This is an optimization exercise on Yosys and OpenROAD, whose aim is small area and a short achievable clock period, not a production implementation.
In this exercise RTL edits were held to simulation tests only and were not proved equivalent to the original.

===== flow/design.v =====
package dds_pkg;
    localparam int SAMPLE_W   = 8;
    localparam int PHASE_W    = 32;
    localparam int GAIN_W     = 16;
    localparam int GAIN_RADIX = 8;
    localparam int ROM_DEPTH  = 256;
    localparam int ROM_AW     = $clog2(ROM_DEPTH);
    typedef enum logic [7:0] {
        CTRL        = 8'h00,
        RAW         = 8'h04,
        STEP        = 8'h08,
        FM_RAW      = 8'h0C,
        FM_GAIN     = 8'h10,
        FM_OFFSET   = 8'h14,
        AM_RAW      = 8'h18,
        AM_GAIN     = 8'h1C,
        AM_OFFSET   = 8'h20,
        NOISE_GAIN  = 8'h24,
        ROM_WR      = 8'h28,
        STAT_CTRL   = 8'h2C,
        STAT_LIMIT  = 8'h30,
        STAT_MINMAX = 8'h34,
        STAT_COUNT  = 8'h38
    } reg_addr_e;
    typedef enum logic [1:0] {
        SRC_RAW = 2'd0,
        SRC_INA = 2'd1,
        SRC_INB = 2'd2
    } src_sel_e;
    typedef enum logic [1:0] {
        OUT_RAW = 2'd0,
        OUT_DDS = 2'd1,
        OUT_INA = 2'd2,
        OUT_INB = 2'd3
    } out_sel_e;
    typedef struct packed {
        logic                       enable;
        logic [PHASE_W-1:0]         step;
        logic [1:0]                   fm_sel;
        logic signed [SAMPLE_W-1:0] fm_raw;
        logic signed [GAIN_W-1:0]   fm_gain;
        logic signed [PHASE_W-1:0]  fm_offset;
    } dds_cfg_t;
    typedef struct packed {
        logic [1:0]                   out_sel;
        logic signed [SAMPLE_W-1:0] raw;
        logic [1:0]                   am_sel;
        logic signed [SAMPLE_W-1:0] am_raw;
        logic signed [GAIN_W-1:0]   am_gain;
        logic signed [GAIN_W-1:0]   am_offset;
        logic signed [SAMPLE_W-1:0] noise_gain;
    } mix_cfg_t;
    typedef struct packed {
        logic                valid;
        logic [ROM_AW-1:0]   addr;
        logic [SAMPLE_W-1:0] data;
    } rom_wr_t;
    typedef struct packed {
        logic        clear;
        logic        enable;
        logic [31:0] limit;
    } stat_cfg_t;
    typedef struct packed {
        logic signed [SAMPLE_W-1:0] min;
        logic signed [SAMPLE_W-1:0] max;
        logic [31:0]                count;
    } stat_res_t;
endpackage
`timescale 1ns/1ps
import dds_pkg::*;
module gain_offset_clamp #(
    parameter int IN_WIDTH     = 8,
    parameter int GAIN_WIDTH   = 16,
    parameter int OFFSET_WIDTH = 8,
    parameter int OUT_WIDTH    = 8
) (
    input  logic                           clk,
    input  logic signed [IN_WIDTH-1:0]     in_data,
    input  logic signed [GAIN_WIDTH-1:0]   gain,
    input  logic signed [OFFSET_WIDTH-1:0] offset,
    output logic signed [OUT_WIDTH-1:0]    out_data
);
    localparam int PROD_W = IN_WIDTH + GAIN_WIDTH;
    localparam int WIDE_W = (PROD_W > OFFSET_WIDTH) ? PROD_W : OFFSET_WIDTH;
    localparam int SUM_W  = ((WIDE_W > OUT_WIDTH) ? WIDE_W : OUT_WIDTH) + 1;
    logic signed [PROD_W-1:0]  prod;
    logic signed [PROD_W-1:0]  scaled;
    logic signed [SUM_W-1:0]   sum;
    logic [SUM_W-OUT_WIDTH:0]  top;
    always_comb begin
        prod   = in_data * gain;
        scaled = prod >>> GAIN_RADIX;
        sum    = scaled + offset;
    end
    assign top = sum[SUM_W-1:OUT_WIDTH-1];
    always_ff @(posedge clk) begin
        if (&top || ~|top) begin
            out_data <= sum[OUT_WIDTH-1:0];
        end else if (sum[SUM_W-1]) begin
            out_data <= {1'b1, {(OUT_WIDTH-1){1'b0}}};
        end else begin
            out_data <= {1'b0, {(OUT_WIDTH-1){1'b1}}};
        end
    end
endmodule
`timescale 1ns/1ps
import dds_pkg::*;
module dds_regs (
    input  logic        clk,
    input  logic        rst_n,
    input  logic        psel,
    input  logic        penable,
    input  logic        pwrite,
    input  logic [31:0] paddr,
    input  logic [31:0] pwdata,
    input  dds_pkg::stat_res_t   stat_res,
    output logic [31:0] prdata,
    output dds_pkg::dds_cfg_t    dds_cfg,
    output dds_pkg::mix_cfg_t    mix_cfg,
    output dds_pkg::rom_wr_t     rom_wr,
    output dds_pkg::stat_cfg_t   stat_cfg
);
    logic [7:0] addr;
    logic      addr_hit;
    logic      wr_en;
    assign addr     = paddr[7:0];
    assign addr_hit = (paddr[31:8] == '0);
    assign wr_en    = psel && penable && pwrite && addr_hit;
    always_ff @(posedge clk) begin
        if (!rst_n) begin
            dds_cfg         <= '0;
            mix_cfg         <= '0;
            rom_wr.valid    <= 1'b0;
            stat_cfg        <= '0;
        end else begin
            rom_wr.valid   <= 1'b0;
            stat_cfg.clear <= 1'b0;
            if (wr_en) begin
                case (addr)
                    CTRL: begin
                        mix_cfg.out_sel <= pwdata[1:0];
                        dds_cfg.enable  <= pwdata[2];
                        dds_cfg.fm_sel  <= pwdata[5:4];
                        mix_cfg.am_sel  <= pwdata[7:6];
                    end
                    RAW:        mix_cfg.raw        <= pwdata[SAMPLE_W-1:0];
                    STEP:       dds_cfg.step       <= pwdata[PHASE_W-1:0];
                    FM_RAW:     dds_cfg.fm_raw     <= pwdata[SAMPLE_W-1:0];
                    FM_GAIN:    dds_cfg.fm_gain    <= pwdata[GAIN_W-1:0];
                    FM_OFFSET:  dds_cfg.fm_offset  <= pwdata[PHASE_W-1:0];
                    AM_RAW:     mix_cfg.am_raw     <= pwdata[SAMPLE_W-1:0];
                    AM_GAIN:    mix_cfg.am_gain    <= pwdata[GAIN_W-1:0];
                    AM_OFFSET:  mix_cfg.am_offset  <= pwdata[GAIN_W-1:0];
                    NOISE_GAIN: mix_cfg.noise_gain <= pwdata[SAMPLE_W-1:0];
                    ROM_WR: begin
                        rom_wr.valid <= 1'b1;
                        rom_wr.addr  <= pwdata[15:8];
                        rom_wr.data  <= pwdata[7:0];
                    end
                    STAT_CTRL: begin
                        stat_cfg.clear  <= pwdata[0];
                        stat_cfg.enable <= pwdata[1];
                    end
                    STAT_LIMIT: stat_cfg.limit     <= pwdata;
                    default: ;
                endcase
            end
        end
    end
    always_comb begin
        prdata = '0;
        if (psel && !pwrite && addr_hit) begin
            case (addr)
                CTRL: begin
                    prdata[7:0] = {mix_cfg.am_sel, dds_cfg.fm_sel, 1'b0,
                                   dds_cfg.enable, mix_cfg.out_sel};
                end
                RAW:         prdata = {24'b0, mix_cfg.raw};
                STEP:        prdata = dds_cfg.step;
                FM_RAW:      prdata = {24'b0, dds_cfg.fm_raw};
                FM_GAIN:     prdata = {16'b0, dds_cfg.fm_gain};
                FM_OFFSET:   prdata = dds_cfg.fm_offset;
                AM_RAW:      prdata = {24'b0, mix_cfg.am_raw};
                AM_GAIN:     prdata = {16'b0, mix_cfg.am_gain};
                AM_OFFSET:   prdata = {16'b0, mix_cfg.am_offset};
                NOISE_GAIN:  prdata = {24'b0, mix_cfg.noise_gain};
                STAT_CTRL:   prdata = {30'b0, stat_cfg.enable, 1'b0};
                STAT_LIMIT:  prdata = stat_cfg.limit;
                STAT_MINMAX: prdata = {16'b0, stat_res.max, stat_res.min};
                STAT_COUNT:  prdata = stat_res.count;
                default:     prdata = '0;
            endcase
        end
    end
endmodule
`timescale 1ns/1ps
import dds_pkg::*;
module dds_core (
    input  logic                       clk,
    input  logic                       rst_n,
    input  dds_pkg::dds_cfg_t                   cfg,
    input  dds_pkg::rom_wr_t                    rom_wr,
    input  logic signed [SAMPLE_W-1:0] ina_data,
    input  logic signed [SAMPLE_W-1:0] inb_data,
    output logic signed [SAMPLE_W-1:0] dds_sample
);
    logic signed [SAMPLE_W-1:0] fm_src;
    logic signed [PHASE_W-1:0]  fm_delta;
    logic [PHASE_W-1:0]         phase;
    logic [ROM_AW-1:0]          rom_addr;
    logic signed [SAMPLE_W-1:0] wave_rom [ROM_DEPTH];
    always_comb begin
        case (cfg.fm_sel)
            SRC_RAW: fm_src = cfg.fm_raw;
            SRC_INA: fm_src = ina_data;
            SRC_INB: fm_src = inb_data;
            default: fm_src = '0;
        endcase
    end
    gain_offset_clamp #(
        .IN_WIDTH     (SAMPLE_W),
        .GAIN_WIDTH   (GAIN_W),
        .OFFSET_WIDTH (PHASE_W),
        .OUT_WIDTH    (PHASE_W)
    ) i_fm_clamp (
        .clk      (clk),
        .in_data  (fm_src),
        .gain     (cfg.fm_gain),
        .offset   (cfg.fm_offset),
        .out_data (fm_delta)
    );
    always_ff @(posedge clk) begin
        if (!rst_n) begin
            phase <= '0;
        end else if (!cfg.enable) begin
            phase <= '0;
        end else begin
            phase <= phase + cfg.step + fm_delta;
        end
    end
    assign rom_addr = phase[PHASE_W-1 -: ROM_AW];
    always_ff @(posedge clk) begin
        if (rom_wr.valid) begin
            wave_rom[rom_wr.addr] <= rom_wr.data;
        end
    end
    always_ff @(posedge clk) begin
        dds_sample <= wave_rom[rom_addr];
    end
endmodule
`timescale 1ns/1ps
import dds_pkg::*;
module signal_mixer (
    input  logic                       clk,
    input  logic                       rst_n,
    input  dds_pkg::mix_cfg_t                   cfg,
    input  logic signed [SAMPLE_W-1:0] dds_sample,
    input  logic signed [SAMPLE_W-1:0] ina_data,
    input  logic signed [SAMPLE_W-1:0] inb_data,
    output logic signed [SAMPLE_W-1:0] dds_data_out
);
    logic signed [SAMPLE_W-1:0]   out_src;
    logic signed [SAMPLE_W-1:0]   am_src;
    logic signed [GAIN_W-1:0]     am_factor;
    logic [SAMPLE_W-1:0]          lfsr;
    logic                         lfsr_fb;
    logic signed [2*SAMPLE_W-1:0] noise_prod;
    logic signed [SAMPLE_W-1:0]   stage1_sample;
    logic signed [SAMPLE_W-1:0]   stage1_noise;
    always_comb begin
        case (cfg.out_sel)
            OUT_RAW: out_src = cfg.raw;
            OUT_DDS: out_src = dds_sample;
            OUT_INA: out_src = ina_data;
            default: out_src = inb_data;
        endcase
        case (cfg.am_sel)
            SRC_RAW: am_src = cfg.am_raw;
            SRC_INA: am_src = ina_data;
            SRC_INB: am_src = inb_data;
            default: am_src = '0;
        endcase
    end
    assign lfsr_fb    = lfsr[7] ^ lfsr[5] ^ lfsr[4] ^ lfsr[3];
    assign noise_prod = $signed(lfsr) * cfg.noise_gain;
    always_ff @(posedge clk) begin
        if (!rst_n) begin
            lfsr          <= '1;
            stage1_sample <= '0;
            stage1_noise  <= '0;
        end else begin
            lfsr          <= {lfsr[SAMPLE_W-2:0], lfsr_fb};
            stage1_sample <= out_src;
            stage1_noise  <= noise_prod[2*SAMPLE_W-1:SAMPLE_W];
        end
    end
    gain_offset_clamp #(
        .IN_WIDTH     (SAMPLE_W),
        .GAIN_WIDTH   (GAIN_W),
        .OFFSET_WIDTH (GAIN_W),
        .OUT_WIDTH    (GAIN_W)
    ) i_am_clamp (
        .clk      (clk),
        .in_data  (am_src),
        .gain     (cfg.am_gain),
        .offset   (cfg.am_offset),
        .out_data (am_factor)
    );
    gain_offset_clamp #(
        .IN_WIDTH     (SAMPLE_W),
        .GAIN_WIDTH   (GAIN_W),
        .OFFSET_WIDTH (SAMPLE_W),
        .OUT_WIDTH    (SAMPLE_W)
    ) i_modulator (
        .clk      (clk),
        .in_data  (stage1_sample),
        .gain     (am_factor),
        .offset   (stage1_noise),
        .out_data (dds_data_out)
    );
endmodule
`timescale 1ns/1ps
import dds_pkg::*;
module sig_stats (
    input  logic                       clk,
    input  logic                       rst_n,
    input  dds_pkg::stat_cfg_t                  cfg,
    input  logic signed [SAMPLE_W-1:0] sample,
    output dds_pkg::stat_res_t                  res
);
    logic take;
    assign take = cfg.enable && (res.count < cfg.limit);
    always_ff @(posedge clk) begin
        if (!rst_n) begin
            res <= '0;
        end else if (cfg.clear) begin
            res.min   <= {1'b0, {(SAMPLE_W-1){1'b1}}};
            res.max   <= {1'b1, {(SAMPLE_W-1){1'b0}}};
            res.count <= '0;
        end else if (take) begin
            res.count <= res.count + 1'b1;
            if (res.count == '0) begin
                res.min <= sample;
                res.max <= sample;
            end else begin
                if (sample < res.min) begin
                    res.min <= sample;
                end
                if (sample > res.max) begin
                    res.max <= sample;
                end
            end
        end
    end
endmodule
`timescale 1ns/1ps
import dds_pkg::*;
module dds_block (
    input  logic                       clk,
    input  logic                       rst_n,
    input  logic                       psel,
    input  logic                       penable,
    input  logic                       pwrite,
    input  logic [31:0]                paddr,
    input  logic [31:0]                pwdata,
    input  logic signed [SAMPLE_W-1:0] ina_data,
    input  logic signed [SAMPLE_W-1:0] inb_data,
    output logic [31:0]                prdata,
    output logic signed [SAMPLE_W-1:0] dds_data_out
);
    dds_pkg::dds_cfg_t                   dds_cfg;
    dds_pkg::mix_cfg_t                   mix_cfg;
    dds_pkg::rom_wr_t                    rom_wr;
    dds_pkg::stat_cfg_t                  stat_cfg;
    dds_pkg::stat_res_t                  stat_res;
    logic signed [SAMPLE_W-1:0] dds_sample;
    dds_regs i_regs (
        .clk      (clk),
        .rst_n    (rst_n),
        .psel     (psel),
        .penable  (penable),
        .pwrite   (pwrite),
        .paddr    (paddr),
        .pwdata   (pwdata),
        .stat_res (stat_res),
        .prdata   (prdata),
        .dds_cfg  (dds_cfg),
        .mix_cfg  (mix_cfg),
        .rom_wr   (rom_wr),
        .stat_cfg (stat_cfg)
    );
    dds_core i_core (
        .clk        (clk),
        .rst_n      (rst_n),
        .cfg        (dds_cfg),
        .rom_wr     (rom_wr),
        .ina_data   (ina_data),
        .inb_data   (inb_data),
        .dds_sample (dds_sample)
    );
    signal_mixer i_mixer (
        .clk          (clk),
        .rst_n        (rst_n),
        .cfg          (mix_cfg),
        .dds_sample   (dds_sample),
        .ina_data     (ina_data),
        .inb_data     (inb_data),
        .dds_data_out (dds_data_out)
    );
    sig_stats i_stats (
        .clk    (clk),
        .rst_n  (rst_n),
        .cfg    (stat_cfg),
        .sample (dds_data_out),
        .res    (stat_res)
    );
endmodule

===== flow/run.sh =====
#!/bin/bash
# synth_recipe.tcl (not shown) runs the flow's synth.tcl, then flattens the netlist and writes it again
# the make line also repeats each setting of config.mk as NAME=value (left out here)
make -C /OpenROAD-flow-scripts/flow DESIGN_CONFIG=/design/flow/config.mk WORK_HOME=/design/flow/orfs CLKGATE_MAP_FILE= SYNTH_SCRIPT=/design/flow/synth_recipe.tcl finish

===== flow/config.mk =====
export PLATFORM = sky130hd
export DESIGN_NAME = dds_block
export DESIGN_NICKNAME = dds_block
export VERILOG_FILES = /design/flow/design.v
export SDC_FILE = /design/flow/constraint.sdc
export NUM_CORES = 4
export LEC_CHECK = 0
export CAP_MARGIN = 20
export CORE_MARGIN = 2
export CORE_UTILIZATION = 45
export PLACE_DENSITY = 0.6
export SLEW_MARGIN = 20

===== flow/constraint.sdc =====
create_clock -name core_clock -period 9.0 [get_ports {clk}]
set_input_delay 1.8000 -clock core_clock [delete_from_list [all_inputs] [get_ports {clk}]]
set_output_delay 1.8000 -clock core_clock [all_outputs]
set_load 0.01 [all_outputs]

==> impl_metrics.yaml <==
outcome:
  status: "timing/DRC/antenna clean"
sta:
  finalHoldViolations: 0
  clock_skew_ns: 0.0652
  worst_hold_slack_ns: 0.478
  setup_slack_ns: 0.215
  max_clock_freq_mhz: 114
  slew_violations: 0
  slew_headroom: 0.228
  setup_tns_ns: 0
  period_minus_slack_ns: 8.79
  setup_viol: 0
  finalCritPeriodShare: 0.976
  tightest_slew_ns: 1.15
yosys:
  synth-simple-area-share: 0.0650
  synth_compound_area_frac: 0.0449
  avgSynthCellArea_um2: 15.6
  synth_xor_area_frac: 0.0126
  synthMuxAreaShare: 0.141
  synth_fp_nets: 8114
  ys_types: 84
  async_flop_share: 0
  synth_edf_count: 2064
  ys.flop_type: "edfxtp_1"
  synthesis.area_um2: 114000
  synthCells: 7339
  synth-seq-cells: 2418
  synth_fa_ha_area_frac: 0.102
  synthTopCellsByArea: "edfxtp_1, mux4_2, fa_1"
  ys_seq_area_frac: 0.604
  synth_top_area_cell: "edfxtp_1"
  synth_warnings: 7
  synth_top_family_by_area: "multiplexers"
  synth_top_area_frac: 0.542
critical_path:
  r2r_cells: 32
  worstSetupPathType: "in2reg"
  worst_path_max_delay_cell: "fa_1"
  rrSetupSlack_ns: 0.78
  worstPathRequired_ns: 9.75
  cp_num_buf_inv: 5
  r2r-start: "i_regs.dds_cfg[57]"
  critPathCaptureType: "flip-flop"
  worstPathMaxFanout: 7
  path_depth: 32
  max_stage_delay_ns: 0.58
  cp_common_cell: "a21o_1"
  arrival_ns: 9.54
  start_kind: "primary input"
  r2r_end: "i_core.i_fm_clamp.out_data[7]"
  path_delay_family: "adder cells"
route:
  vias: 64900
  routed_wl_um: 297000
  post_drt_wl_per_cell_um: 26.5
  viasPerCell: 5.77
  route.detailed.drc: 0
  drtIter0Drc: 6537
  ant_nets: 0
  dr.pass1.iters: 6
power_and_ir_drop:
  p_int_mw: 18.3
  clkPwrFrac: 0.469
  p_switching_mw: 4.46
  ir_drop_uv: 197
  p_seq_frac: 0.526
  comb_power_share: 0.005
  power.density_nw_per_um2: 176
  power_mw: 22.8
  p_leak_nw: 43.6
  switching_share: 0.196
worst_hold_path:
  min_from: "i_regs.stat_cfg[15]"
  hold_depth: 2
  hold_end: "i_regs.stat_cfg[15]"
  hold_path.class: "reg2reg"
place:
  dp_hpwl_um: 197000
  dp.cells: 10800
  dpl_cell_area_um2: 121000
  io_buffers: 124
  dp_slack_ns: -0.886
  routabilityCongestion: 0.927
finish:
  fin_nets: 8458
  drive_gt1_frac: 0.182
  multi_input_area_um2: 42100
  fin_util: 0.512
  register_area_um2: 69100
  fillers: 20900
  layoutNonFillerInstCount: 11200
  syn_to_final_growth_pct: 13.5
  final_area_um2: 130000
cts:
  postCtsHoldBufs: 0
  cts_buffers: 278
  cts_tree: "yes"
  path_clk_slew_ns: 0.06
  clock_sinks: 2418
  cts_buffer_depth: 4
  root_buffer: "clkbuf_16"
  cts-htree-levels: 5
  insertion_delay_ns: 0.93
grt:
  antenna_found_initial: 4
  overflow: 0
  grt_max_degree: 256
  grt_pass1_vias: 65600
  grt_use_total: 0.231
  grt_pass1_wl_um: 441000
floorplan:
  io_pins: 125
  die_area_um2: 258000
  initial_core_util: 0.451
  num_rows: 185
  die_h_um: 508
  die_w_um: 508
  core_area_um2: 253000
flow_run:
  max_cap_viol_count: 0
[kinds of logic (layout without fill, tap and decap cells)]
group / Yosys count / in the layout
muxes: 755 / 755
other: 0 / 4
xor gates and xnor gates: 164 / 165
and+or+nand+nor: 1586 / 1586
DFF: 2418 / 2418
AOI/OAI and AO/OA: 818 / 818
adders and majority gates: 696 / 696
buffers and inverters: 902 / 1428
[flip-flops by register name, indices dropped and copies added (netlist names)]
register,flops
i_core.wave_rom,2048
i_regs.dds_cfg,91
i_regs.mix_cfg,60
i_stats.res,48
i_regs.stat_cfg,34
i_core.i_fm_clamp.out_data,32
i_core.phase,32
i_regs.rom_wr,17
i_mixer.i_am_clamp.out_data,16
i_core.dds_sample,8
i_mixer.i_modulator.out_data,8
i_mixer.lfsr,8
i_mixer.stage1_noise,8
i_mixer.stage1_sample,8
[worst max path at each step]
stage	from	end	slack, ns
2_1_floorplan	inb_data[7]	i_core.i_fm_clamp.out_data[14]	0.002
3_3_place_gp	inb_data[0]	i_core.i_fm_clamp.out_data[27]	-0.89
3_5_place_dp	inb_data[1]	i_core.i_fm_clamp.out_data[23]	-0.89
4_1_cts	inb_data[1]	i_core.i_fm_clamp.out_data[23]	0.005
5_1_grt	inb_data[7]	i_core.i_fm_clamp.out_data[14]	-0.02
6_report	inb_data[7]	i_core.i_fm_clamp.out_data[7]	0.21
[worst register-to-register path, delay by kind of cell (launching register included)]
kind,cells,cell delay [ns]
XOR/XNOR,2,0.23
AO/OA/AOI/OAI,14,2.91
buffers and inverters,5,0.72
AND/OR/NAND/NOR,4,0.82
flip-flops,1,0.34
adder cells (fa/ha/maj),7,3.04
[cells in the final DEF, fill, tap and decap left out, drive strengths merged, types with 57 or more instances in the layout]
cell type	instances
edfxtp	2064
mux4	688
inv	545
nand2	514
nor2	460
fa	391
dfxtp	354
clkbuf	346
a21oi	325
buf	303
ha	299
and2	282
o21ai	131
clkdlybuf4s50	124
xnor2	108
clkinv	90
a21o	78
nand3	73
mux2i	66
a22oi	65
xor2	57
[power by group through the flow]
stage          Clock (mW)  Combinational [mW]  Sequential [mW]
6_report             10.7               0.115             12.0
3_5_place_dp            0               0.110             12.2
4_1_cts              10.9               0.111             12.0
5_1_grt              11.3               0.117             12.0
3_3_place_gp            0               0.110             12.2
2_1_floorplan           0              0.0296             12.2
[cells in the mapped netlist (all sizes together), types with 131 or more instances]
cell type	n
clkbuf	271
ha	299
o21ai	131
nor2	460
mux4	688
dfxtp	354
and2	282
inv	537
fa	391
a21oi	325
edfxtp	2064
nand2	514
[cell type report]
class,count,area share
timing repair buffer,427,0.0296
antenna,4,0.0000772
tap,3366,0.0325
clock inverter,117,0.00788
inverter,538,0.0156
clock buffer,346,0.0574
multi-input combinational,4020,0.324
sequential,2418,0.533
[routing by layer]
layer  vias up  track usage  wire length, um
met5         -            0                0
met4         0       0.0682             8520
met3       432       0.0356            19100
met2      2216        0.371           143000
met1     34000        0.326           127000
li1      28200            -                -
[repair_timing]
action	in CTS	in global routing
setup endpoints to repair	0	42
resized for setup	0	32
setup buffers	0	3

==> re-timing with driven ports <==
No port has a modelled driver above. Below, the same layout with a new extraction and two added sets of constraints.
Step 1 assumes that a clkbuf_16 drives the clock port and a buf_2 every other input.
Step 2, shift: input delay + t, output delay - t, t = (earliest + latest rising clock arrival at the registers) / 2. This alone moves slack from input paths to output paths.
Slacks: no drivers / after step 1 / after step 2; pairs: no drivers / after step 1.
t (ns): 0.998
setup slack, ns: 0.215 / 0.274 / -0.723
slew at the worst register clock pin (ns): 0.07 / 0.07
worst data-port slew with drivers (ns): 0.05
Met with ideal ports but missed after step 2: setup timing in this run. The setup slack of this run moves by +0.059 ns with the drivers and by -0.938 ns with both steps.
